What follows belongs to an exercise in optimizing a design on an open flow for a short achievable clock period and few clock cycles; a production flow would make more cautious choices.
Only simulation tests tie the RTL to the original design; equivalence was not proved.
Power figures rest on the tool's default switching activity, not on a simulated workload.

== main ==
// icache_dm
module icache_dm #(
    parameter int NUM_SETS   = 16,
    parameter int LINE_WORDS = 4
) (
    input  logic        clk,
    input  logic        reset,
    input  logic        req_valid_i,
    output logic        req_ready_o,
    input  logic [31:0] req_addr_i,
    output logic        resp_valid_o,
    input  logic        resp_ready_i,
    output logic [31:0] resp_data_o,
    output logic [31:0] resp_addr_o,
    output logic        mem_req_valid_o,
    input  logic        mem_req_ready_i,
    output logic [31:0] mem_req_addr_o,
    input  logic        mem_resp_valid_i,
    input  logic [31:0] mem_resp_data_i,
    input  logic        flush_i
);
export LEC_CHECK = 0
export ABC_CLOCK_PERIOD_IN_PS = 2000
export CAP_MARGIN = 20
export CORE_MARGIN = 2
export CORE_UTILIZATION = 45
export SETUP_SLACK_MARGIN = 2.4
export SLEW_MARGIN = 20
create_clock -name core_clock -period 5.0 [get_ports {clk}]
standard.sh (not shown) runs the stock make flow with config.mk's settings and CLKGATE_MAP_FILE= SYNTH_SCRIPT=/design/flow/synth_recipe.tcl, a recipe that flattens the netlist after the stock synthesis.
==> flow/flow/run.sh <==
#!/bin/bash
# The standard layout, with two changes after the standard synthesis (which
# runs unchanged first):
#  - the platform's delay cells (clkdlybuf4s*, dlygate4sd*, dlymetal6s*) are
#    added to its don't-use cells, so timing repair sizes with plain buffers;
#  - the port buffers that buffer_ports inserts are buf_4 (it otherwise picks
#    clkdlybuf4s50_1, a delay cell).
# Each make run writes its full output to a log here; ORFS's own per-step logs
# are under orfs/logs.
set -euo pipefail
PLATFORM_DONT_USE="sky130_fd_sc_hd__probe_p_8 sky130_fd_sc_hd__probec_p_8 sky130_fd_sc_hd__lpflow_bleeder_1 sky130_fd_sc_hd__lpflow_clkbufkapwr_1 sky130_fd_sc_hd__lpflow_clkbufkapwr_16 sky130_fd_sc_hd__lpflow_clkbufkapwr_2 sky130_fd_sc_hd__lpflow_clkbufkapwr_4 sky130_fd_sc_hd__lpflow_clkbufkapwr_8 sky130_fd_sc_hd__lpflow_clkinvkapwr_1 sky130_fd_sc_hd__lpflow_clkinvkapwr_16 sky130_fd_sc_hd__lpflow_clkinvkapwr_2 sky130_fd_sc_hd__lpflow_clkinvkapwr_4 sky130_fd_sc_hd__lpflow_clkinvkapwr_8 sky130_fd_sc_hd__lpflow_decapkapwr_12 sky130_fd_sc_hd__lpflow_decapkapwr_3 sky130_fd_sc_hd__lpflow_decapkapwr_4 sky130_fd_sc_hd__lpflow_decapkapwr_6 sky130_fd_sc_hd__lpflow_decapkapwr_8 sky130_fd_sc_hd__lpflow_inputiso0n_1 sky130_fd_sc_hd__lpflow_inputiso0p_1 sky130_fd_sc_hd__lpflow_inputiso1n_1 sky130_fd_sc_hd__lpflow_inputiso1p_1 sky130_fd_sc_hd__lpflow_inputisolatch_1 sky130_fd_sc_hd__lpflow_isobufsrc_1 sky130_fd_sc_hd__lpflow_isobufsrc_16 sky130_fd_sc_hd__lpflow_isobufsrc_2 sky130_fd_sc_hd__lpflow_isobufsrc_4 sky130_fd_sc_hd__lpflow_isobufsrc_8 sky130_fd_sc_hd__lpflow_isobufsrckapwr_16 sky130_fd_sc_hd__lpflow_lsbuf_lh_hl_isowell_tap_1 sky130_fd_sc_hd__lpflow_lsbuf_lh_hl_isowell_tap_2 sky130_fd_sc_hd__lpflow_lsbuf_lh_hl_isowell_tap_4 sky130_fd_sc_hd__lpflow_lsbuf_lh_isowell_4 sky130_fd_sc_hd__lpflow_lsbuf_lh_isowell_tap_1 sky130_fd_sc_hd__lpflow_lsbuf_lh_isowell_tap_2 sky130_fd_sc_hd__lpflow_lsbuf_lh_isowell_tap_4"
DELAY_CELLS="sky130_fd_sc_hd__clkdlybuf4s15_1 sky130_fd_sc_hd__clkdlybuf4s15_2 \
sky130_fd_sc_hd__clkdlybuf4s18_1 sky130_fd_sc_hd__clkdlybuf4s18_2 \
sky130_fd_sc_hd__clkdlybuf4s25_1 sky130_fd_sc_hd__clkdlybuf4s25_2 \
sky130_fd_sc_hd__clkdlybuf4s50_1 sky130_fd_sc_hd__clkdlybuf4s50_2 \
sky130_fd_sc_hd__dlygate4sd1_1 sky130_fd_sc_hd__dlygate4sd2_1 sky130_fd_sc_hd__dlygate4sd3_1 \
sky130_fd_sc_hd__dlymetal6s2s_1 sky130_fd_sc_hd__dlymetal6s4s_1 sky130_fd_sc_hd__dlymetal6s6s_1"
bash standard.sh synth > synth.log 2>&1
bash standard.sh "DONT_USE_CELLS=$PLATFORM_DONT_USE $DELAY_CELLS" \
  "BUFFER_PORTS_ARGS=-buffer_cell sky130_fd_sc_hd__buf_4" finish > layout.log 2>&1
Testbench counts of main, summed over its fixed seeds: cycles 34,079.
## Diff of input files: the feature branch against main
diff --git a/flow/design.v b/flow/design.v
--- a/flow/design.v
+++ b/flow/design.v
@@ -112,13 +112,14 @@
             a_fw_off_q <= beat_no_q[OFF_W-1:0];
         end
         if (beat) lb_data_q <= mem_resp_data_i;
     end
     wire l_hit  = a_hit_q && !a_f_q;
     wire l_miss = a_v_q && !l_hit;
-    wire [ID_W-1:0] l_id  = l_hit ? pid_q[l_idx] : miss_seq_q;
+    wire [ID_W-1:0] l_pid = pid_q[l_idx];
+    wire [ID_W-1:0] l_id  = l_hit ? l_pid : miss_seq_q;
     logic ref_cur_q;
     wire l_beat_wr = beat && a_rs_q && (beat_no_q[OFF_W-1:0] == l_off);
     logic            l1_v_q, l1_hit_q, l1_have_q, l1_e0_q, l1_e1_q;
     logic [BN_W-1:0] l1_bn_q;
     logic [31:0]     l1_addr_q, l1_data_q;
     always_ff @(posedge clk or posedge reset) begin
@@ -127,14 +128,16 @@
     end
     always_ff @(posedge clk) begin
         if (a_v_q) begin
             l1_hit_q  <= l_hit;
             l1_have_q <= l_hit && (a_arr_q[l_off] || (l_beat_wr && ref_cur_q));
             l1_bn_q   <= {l_id, l_off};
-            l1_e0_q   <= beat ? ({l_id, l_off} == beat_no1_q) : ({l_id, l_off} == beat_no_q);
-            l1_e1_q   <= beat ? ({l_id, l_off} == beat_no2_q) : ({l_id, l_off} == beat_no1_q);
+            l1_e0_q   <= l_hit ? (beat ? ({l_pid, l_off} == beat_no1_q) : ({l_pid, l_off} == beat_no_q))
+                               : (beat ? ({miss_seq_q, l_off} == beat_no1_q) : ({miss_seq_q, l_off} == beat_no_q));
+            l1_e1_q   <= l_hit ? (beat ? ({l_pid, l_off} == beat_no2_q) : ({l_pid, l_off} == beat_no1_q))
+                               : (beat ? ({miss_seq_q, l_off} == beat_no2_q) : ({miss_seq_q, l_off} == beat_no1_q));
             l1_addr_q <= a_addr_q;
             if (l_beat_wr)
                 l1_data_q <= mem_resp_data_i;
             else if (a_fw_q && (a_fw_off_q == l_off))
                 l1_data_q <= lb_data_q;
             else
Results
The feature branch | stages: all done | timing, DRC, antenna: all pass
The max-slew headroom at the worst pin of the feature branch was inferior to that of main.
The feature branch vs main on worst-skew pair later-pin latency: the feature branch is the higher one.
Between the feature branch and main, the achievable frequency is lower for main.
The feature branch packs its core more loosely than main.
Any difference in synthesized area between the feature branch and main is small enough to ignore.
[the feature branch vs main] overall routed net length: lower in the feature branch
Power density over cell area of the feature branch falls short of that of main slightly.
Testbench counts of the feature branch, summed over its fixed seeds: cycles 34,079.

---

## north
RTL: one of the versions met above, not the one the previous note started from.
Size in the first run: roughly 6000 flip-flops, ~170 I/O pins, ~240000 um2 of cells after synthesis.
Settings: LEC_CHECK=0, ABC_CLOCK_PERIOD_IN_PS=2000, CAP_MARGIN=20, CORE_MARGIN=2, CORE_UTILIZATION=45, SETUP_SLACK_MARGIN=2.4, SLEW_MARGIN=20; clock period 5.0 ns.
run.sh (not shown) runs the stock make flow with config.mk's settings and CLKGATE_MAP_FILE= SYNTH_SCRIPT=/design/flow/synth_recipe.tcl, a recipe that flattens the netlist after the stock synthesis.
Stock flow here: none of the scripts above is used.
north has completed all stages; timing, DRC and antenna checks passed.
Testbench counts of north, summed over its fixed seeds: cycles 34,079.
What south does differently from north at the input level:
-- flow/design.v --
<<< north, line 116
    wire l_hit  = a_hit_q && !a_f_q;
    wire l_miss = a_v_q && !l_hit;
    wire [ID_W-1:0] l_pid = pid_q[l_idx];
    wire [ID_W-1:0] l_id  = l_hit ? l_pid : miss_seq_q;
    logic ref_cur_q;
    wire l_beat_wr = beat && a_rs_q && (beat_no_q[OFF_W-1:0] == l_off);
>>> south, line 116
    wire l_hit  = a_hit_q && !a_f_q;
    wire l_miss = a_v_q && !l_hit;
    wire [ID_W-1:0] l_id  = l_hit ? pid_q[l_idx] : miss_seq_q;
    logic ref_cur_q;
    wire l_beat_wr = beat && a_rs_q && (beat_no_q[OFF_W-1:0] == l_off);
<<< north, line 132
            l1_have_q <= l_hit && (a_arr_q[l_off] || (l_beat_wr && ref_cur_q));
            l1_bn_q   <= {l_id, l_off};
            l1_e0_q   <= l_hit ? (beat ? ({l_pid, l_off} == beat_no1_q) : ({l_pid, l_off} == beat_no_q))
                               : (beat ? ({miss_seq_q, l_off} == beat_no1_q) : ({miss_seq_q, l_off} == beat_no_q));
            l1_e1_q   <= l_hit ? (beat ? ({l_pid, l_off} == beat_no2_q) : ({l_pid, l_off} == beat_no1_q))
                               : (beat ? ({miss_seq_q, l_off} == beat_no2_q) : ({miss_seq_q, l_off} == beat_no1_q));
            l1_addr_q <= a_addr_q;
            if (l_beat_wr)
>>> south, line 131
            l1_have_q <= l_hit && (a_arr_q[l_off] || (l_beat_wr && ref_cur_q));
            l1_bn_q   <= {l_id, l_off};
            l1_e0_q   <= beat ? ({l_id, l_off} == beat_no1_q) : ({l_id, l_off} == beat_no_q);
            l1_e1_q   <= beat ? ({l_id, l_off} == beat_no2_q) : ({l_id, l_off} == beat_no1_q);
            l1_addr_q <= a_addr_q;
            if (l_beat_wr)
- Re number of buffers inserted by post-CTS setup repair: south and north aren't equal, and the higher value belongs to south.
- north -> south: internal power summed over all cells increased slightly
- south against north: net switching power figure went up about 5%; worst setup slack shows an increase of 0.047 ns; amount of wire on met3 after detailed routing shows a reduction of 1.9%.
- south was carried through to the last stage, and its layout satisfied the timing, design-rule and antenna checks.
- Sort south and north by fraction of area in non-clock buffers, ascending, and north comes first.
- Relative to north, number of stages on the worst setup path decreased by 1 in south.
- Row longest individual stage delay on the worst path: south higher / north lower
- Clock network power share: south vs north down 0.5 points
- Final hold slack (higher): south
- Summary of the comparison: non-filler instance count after layout is higher in south, relative to north.
Testbench counts of south, summed over its fixed seeds: cycles 34,079.

[port drivers added, routing unchanged]
How much do the figures lean on ideal ports? The routed layouts below were timed once more, with nothing changed but the port constraints.
Step 1 (the two cells are an assumption about what drives the block):
set clk [get_ports {clk}]
set_driving_cell -lib_cell sky130_fd_sc_hd__clkbuf_16 $clk
set_driving_cell -lib_cell sky130_fd_sc_hd__buf_2 [delete_from_list [all_inputs] $clk]
Step 2 times the ports against the registers' clock, not the clock port: input delays grow and output delays shrink by t, the midpoint of the rising clock arrivals with the driver on.
Three values: ideal ports, drivers, drivers and shift; two values: the first two.
run	shift t [ns]	setup slack, ns	hold slack, ns	worst register clock-pin slew, ns
main	1.208	2.061 / 2.061 / 0.997	0.076 / -0.019 / 0.425	0.07 / 0.07
the feature branch	1.227	2.244 / 2.185 / 1.055	0.073 / -0.023 / 0.420	0.06 / 0.06
north	1.232	2.125 / 2.125 / 1.035	0.294 / 0.194 / 0.416	0.08 / 0.08
south	1.222	2.171 / 2.163 / 1.092	0.347 / 0.252 / 0.464	0.07 / 0.07
After both steps every run listed still meets setup and hold. For the feature branch, which loses most, drivers alone change the setup slack by -0.059 ns; drivers and shift together by -1.189 ns.
